Source: an optimization exercise on an open RTL-to-GDS flow (aim: small area, a short achievable clock period and few clock cycles per item). Production flows keep margins and buffers that such runs may drop. Power is estimated from default activity; no workload was simulated.

## trial 58
==> module stream_reader_top, before the edit <==
module stream_reader_top (
    input  logic          clk_i,
    input  logic          rst_ni,
    input  logic          start_i,
    input  logic [255:0]  lane_cfg_i,
    output logic          done_o,
    output logic [31:0]   ar_addr_o,
    output logic          ar_valid_o,
    input  logic          ar_ready_i,
    input  logic [63:0]   r_data_i,
    input  logic          r_valid_i,
    output logic          r_ready_o,
    output logic [127:0]  data_o,
    output logic [3:0]    valid_o,
    input  logic [3:0]    ready_i
);
    localparam int unsigned NL    = stream_pkg::NODE_NUM;
    localparam int unsigned TRK_D = stream_pkg::MAX_OUTSTANDING;
    localparam int unsigned PTR_W = $clog2(TRK_D);
    logic        run_q;
    logic        issued_q;    
    logic [1:0]  cur_q;       
    logic [14:0] ow_q;        
    logic        ar_valid_q;
    logic [31:3] ar_addr_q;
    logic        trk_full;
    logic        trk_empty;
    logic [31:2] cur_base;
    logic [16:0] cur_size;
    logic [13:0] cur_stride;
    logic [31:2] cur_addr;
    logic        odd;
    logic        lane_end;
    logic        s4;
    logic        hi_owed;
    logic        two;
    logic        pair;
    logic [14:0] ow_p2;
    logic [14:0] ow_ps;
    logic [14:0] ow_next;
    logic        ar_free;
    logic        reading;
    logic        issue;
    logic        drained;
    always_comb begin
        cur_base   = lane_cfg_i[64*cur_q+34 +: 30];
        cur_size   = {1'b0, lane_cfg_i[64*cur_q+16 +: 16]};
        cur_stride = lane_cfg_i[64*cur_q+2 +: 14];
    end
    assign cur_addr = cur_base + {15'b0, ow_q};
    assign odd      = cur_base[2] ^ ow_q[0];
    assign lane_end = ({ow_q, 2'b00} >= cur_size);
    assign s4       = (cur_stride == 14'd1);
    assign hi_owed  = ({ow_q + 15'd1, 2'b00} < cur_size);
    assign pair     = s4 && !odd;
    assign two      = pair && hi_owed;
    assign ow_p2   = ow_q + 15'd2;
    assign ow_ps   = ow_q + {1'b0, cur_stride};
    assign ow_next = pair ? ow_p2 : ow_ps;
    assign reading = start_i || (run_q && !issued_q);
    assign ar_free = !ar_valid_q || ar_ready_i;
    assign issue   = reading && !lane_end && !trk_full && ar_free;
    assign drained = issued_q && trk_empty && !ar_valid_q;
    always_ff @(posedge clk_i or negedge rst_ni) begin
        if (!rst_ni) begin
            run_q      <= 1'b0;
            issued_q   <= 1'b0;
            cur_q      <= '0;
            ow_q       <= '0;
            ar_valid_q <= 1'b0;
        end else begin
            if (start_i) begin
                run_q <= 1'b1;
            end else if (drained) begin
                run_q <= 1'b0;
            end
            if (reading && lane_end) begin
                cur_q    <= cur_q + 1'b1;
                ow_q     <= '0;
                issued_q <= (cur_q == 2'(NL - 1));
            end else begin
                if (issue) begin
                    ow_q <= ow_next;
                end
                if (start_i) begin
                    issued_q <= 1'b0;
                end
            end
            if (ar_free) begin
                ar_valid_q <= issue;
            end
        end
    end
    always_ff @(posedge clk_i) begin
        if (ar_free) begin
            ar_addr_q <= cur_addr[31:3];
        end
    end
    assign done_o     = !run_q || drained;
    assign ar_valid_o = ar_valid_q;
    assign ar_addr_o  = {ar_addr_q, 3'b000};
    logic [3:0]       ring_q [TRK_D];
    logic [PTR_W-1:0] wr_q;
    logic [PTR_W-1:0] rd_q;
    logic [PTR_W:0]   cnt_q;
    logic [3:0]       head_q;
    logic             lo_done_q;
    logic [3:0]       entry;
    logic [1:0]       hl;
    logic             half;
    logic             last;
    logic             take;
    logic             pop;
    logic             to_head;
    assign entry     = {cur_q, odd, two};
    assign trk_full  = (32'(cnt_q) == TRK_D);
    assign trk_empty = (cnt_q == '0);
    assign hl        = head_q[3:2];
    assign half = head_q[1] || lo_done_q;
    assign last = !head_q[0] || lo_done_q;
    logic [NL-1:0] head_sel;
    logic [NL-1:0] pop_sel;
    for (genvar l = 0; l < NL; l++) begin : g_sel
        assign head_sel[l] = !trk_empty && (hl == 2'(l));
        assign pop_sel[l]  = head_sel[l] && last;
    end
    assign take = r_valid_i && |(ready_i & head_sel);
    assign pop  = r_valid_i && |(ready_i & pop_sel);
    assign to_head = (cnt_q == '0) || ((cnt_q == 1) && pop);
    always_ff @(posedge clk_i) begin
        if (ar_free) begin
            ring_q[wr_q] <= entry;
        end
    end
    always_ff @(posedge clk_i or negedge rst_ni) begin
        if (!rst_ni) begin
            wr_q      <= '0;
            rd_q      <= '0;
            cnt_q     <= '0;
            head_q    <= '0;
            lo_done_q <= 1'b0;
        end else begin
            if (issue && !to_head) begin
                wr_q <= wr_q + 1'b1;
            end
            if (issue && to_head) begin
                head_q <= entry;
            end else if (pop && cnt_q > 1) begin
                head_q <= ring_q[rd_q];
                rd_q   <= rd_q + 1'b1;
            end
            if (issue && !pop) begin
                cnt_q <= cnt_q + 1'b1;
            end else if (!issue && pop) begin
                cnt_q <= cnt_q - 1'b1;
            end
            if (take) begin
                lo_done_q <= !last;
            end
        end
    end
    assign r_ready_o = pop;
    for (genvar l = 0; l < NL; l++) begin : g_lane
        assign valid_o[l]         = r_valid_i && head_sel[l];
        assign data_o[32*l +: 32] = half ? r_data_i[63:32] : r_data_i[31:0];
    end
endmodule
clock: 5.5 ns
lec_check: 0
cap_margin: 20
core_margin: 2
core_utilization: 40
setup_slack_margin: 2.5
slew_margin: 20
standard.sh (not shown) runs the stock make flow with config.mk's settings and CLKGATE_MAP_FILE= SYNTH_SCRIPT=/design/flow/synth_recipe.tcl, a recipe that flattens the netlist after the stock synthesis.
==> flow/flow/run.sh <==
#!/bin/bash
# Standard layout, with the smallest plain buffer on every port
set -o pipefail
export BUFFER_PORTS_ARGS="-buffer_cell sky130_fd_sc_hd__buf_1"
bash standard.sh > standard.log 2>&1
Input-level comparison between trial 13 and trial 58:
-- flow/design.v --
<<< trial 58, line 300
    logic        issued_q;    
    logic [1:0]  cur_q;       
    logic [14:0] ow_q;        
    logic        ar_valid_q;
    logic [31:3] ar_addr_q;
    logic        trk_full;
    logic        trk_empty;
    logic [31:2] cur_base;
    logic [16:0] cur_size;
    logic [13:0] cur_stride;
    logic [31:2] cur_addr;
    logic        odd;
    logic        lane_end;
    logic        s4;
    logic        hi_owed;
    logic        two;
    logic        pair;
    logic [14:0] ow_p2;
    logic [14:0] ow_ps;
    logic [14:0] ow_next;
    logic        ar_free;
    logic        reading;
>>> trial 13, line 300
    logic        issued_q;    
    logic [1:0]  cur_q;       
    logic [16:0] off_q;       
    logic        ar_valid_q;
    logic [31:3] ar_addr_q;
    logic        trk_full;
    logic        trk_empty;
    logic [31:0] cur_base;
    logic [16:0] cur_size;
    logic [15:0] cur_stride;
    logic [31:0] cur_addr;
    logic        lane_end;
    logic        s4;
    logic        hi_owed;
    logic        two;
    logic        ar_free;
    logic        reading;
<<< trial 58, line 323
    logic        drained;
    always_comb begin
        cur_base   = lane_cfg_i[64*cur_q+34 +: 30];
        cur_size   = {1'b0, lane_cfg_i[64*cur_q+16 +: 16]};
        cur_stride = lane_cfg_i[64*cur_q+2 +: 14];
    end
    assign cur_addr = cur_base + {15'b0, ow_q};
    assign odd      = cur_base[2] ^ ow_q[0];
    assign lane_end = ({ow_q, 2'b00} >= cur_size);
    assign s4       = (cur_stride == 14'd1);
    assign hi_owed  = ({ow_q + 15'd1, 2'b00} < cur_size);
    assign pair     = s4 && !odd;
    assign two      = pair && hi_owed;
    assign ow_p2   = ow_q + 15'd2;
    assign ow_ps   = ow_q + {1'b0, cur_stride};
    assign ow_next = pair ? ow_p2 : ow_ps;
    assign reading = start_i || (run_q && !issued_q);
    assign ar_free = !ar_valid_q || ar_ready_i;
>>> trial 13, line 318
    logic        drained;
    always_comb begin
        cur_base   = lane_cfg_i[64*cur_q+32 +: 32];
        cur_size   = {1'b0, lane_cfg_i[64*cur_q+16 +: 16]};
        cur_stride = lane_cfg_i[64*cur_q +: 16];
    end
    assign cur_addr = cur_base + {15'b0, off_q};
    assign lane_end = (off_q >= cur_size);
    assign s4       = (cur_stride == 16'd4);
    assign hi_owed  = ((off_q + 17'd4) < cur_size);
    assign two      = s4 && !cur_addr[2] && hi_owed;
    logic [16:0] off_p8;
    logic [16:0] off_ps;
    logic [16:0] off_next;
    assign off_p8   = off_q + 17'd8;
    assign off_ps   = off_q + {1'b0, cur_stride};
    assign off_next = (s4 && !cur_addr[2]) ? off_p8 : off_ps;
    assign reading = start_i || (run_q && !issued_q);
    assign ar_free = !ar_valid_q || ar_ready_i;
<<< trial 58, line 346
            issued_q   <= 1'b0;
            cur_q      <= '0;
            ow_q       <= '0;
            ar_valid_q <= 1'b0;
        end else begin
>>> trial 13, line 342
            issued_q   <= 1'b0;
            cur_q      <= '0;
            off_q      <= '0;
            ar_valid_q <= 1'b0;
        end else begin
<<< trial 58, line 356
            if (reading && lane_end) begin
                cur_q    <= cur_q + 1'b1;
                ow_q     <= '0;
                issued_q <= (cur_q == 2'(NL - 1));
            end else begin
                if (issue) begin
                    ow_q <= ow_next;
                end
                if (start_i) begin
>>> trial 13, line 352
            if (reading && lane_end) begin
                cur_q    <= cur_q + 1'b1;
                off_q    <= '0;
                issued_q <= (cur_q == 2'(NL - 1));
            end else begin
                if (issue) begin
                    off_q <= off_next;
                end
                if (start_i) begin
<<< trial 58, line 392
    logic             pop;
    logic             to_head;
    assign entry     = {cur_q, odd, two};
    assign trk_full  = (32'(cnt_q) == TRK_D);
    assign trk_empty = (cnt_q == '0);
>>> trial 13, line 388
    logic             pop;
    logic             to_head;
    assign entry     = {cur_q, cur_addr[2], two};
    assign trk_full  = (32'(cnt_q) == TRK_D);
    assign trk_empty = (cnt_q == '0);
[summary]
Trial 13 finished every stage and its layout cleared the timing, design-rule and antenna checks. As far as area inside the core boundary is concerned, trial 58 and trial 13 perform about the same. Compared to trial 58, trial 13 shows a narrower setup margin. Trial 13: number of buffer and inverter stages on the critical path is 2 higher than what trial 58 reported. Higher share of the cycle needed by the critical path after routing goes to trial 13 over trial 58. Re buffer count from post-CTS setup fixing: trial 13 and trial 58 aren't equal, and the lower value belongs to trial 13. From trial 58 to trial 13 the numbers moved as follows: average detailed-routed wire length per instance now sits higher; flip-flop and latch share of the layout cell area grew by 0.62 points; final instance area now smaller; portion of total power attributed to sequential cells went up 1.5 points. Maximum clock rate: trial 13 < trial 58. A launching element of the worst setup path of lane_cfg_i[212] is what trial 13 shows, while lane_cfg_i[194] belongs to trial 58. There was hardly any difference in cell area after synthesis between trial 13 and trial 58.
Function was not checked in any run of this note: the RTL went through the layout flow alone.

==> static timing again, ports no longer ideal <==
Ports are ideal in the flow. The routed layouts listed here were re-timed in OpenROAD. Step 1 sets driving cells, clkbuf_16 on the clock port and buf_2 on the other inputs (assumed; they add their load-dependent delay and slew). Step 2 also shifts input and output timing later by t, the mid clock arrival at the registers, as if the neighbouring blocks saw the same clock. a / b / c = ideal ports / drivers / drivers and shift; a / b = the first two.
run	shift t [ns]	slack for setup (ns)	worst setup path at the end	cell pins on the clock port's net
trial 58	0.478	1.964 / 1.989 / 1.511	input to register	1
trial 13	0.465	1.482 / 1.490 / 1.025	input to register	1
After both steps setup and hold are still met in every run listed. For trial 13, which loses most, drivers alone change the setup slack by +0.008 ns; drivers and shift together by -0.457 ns.
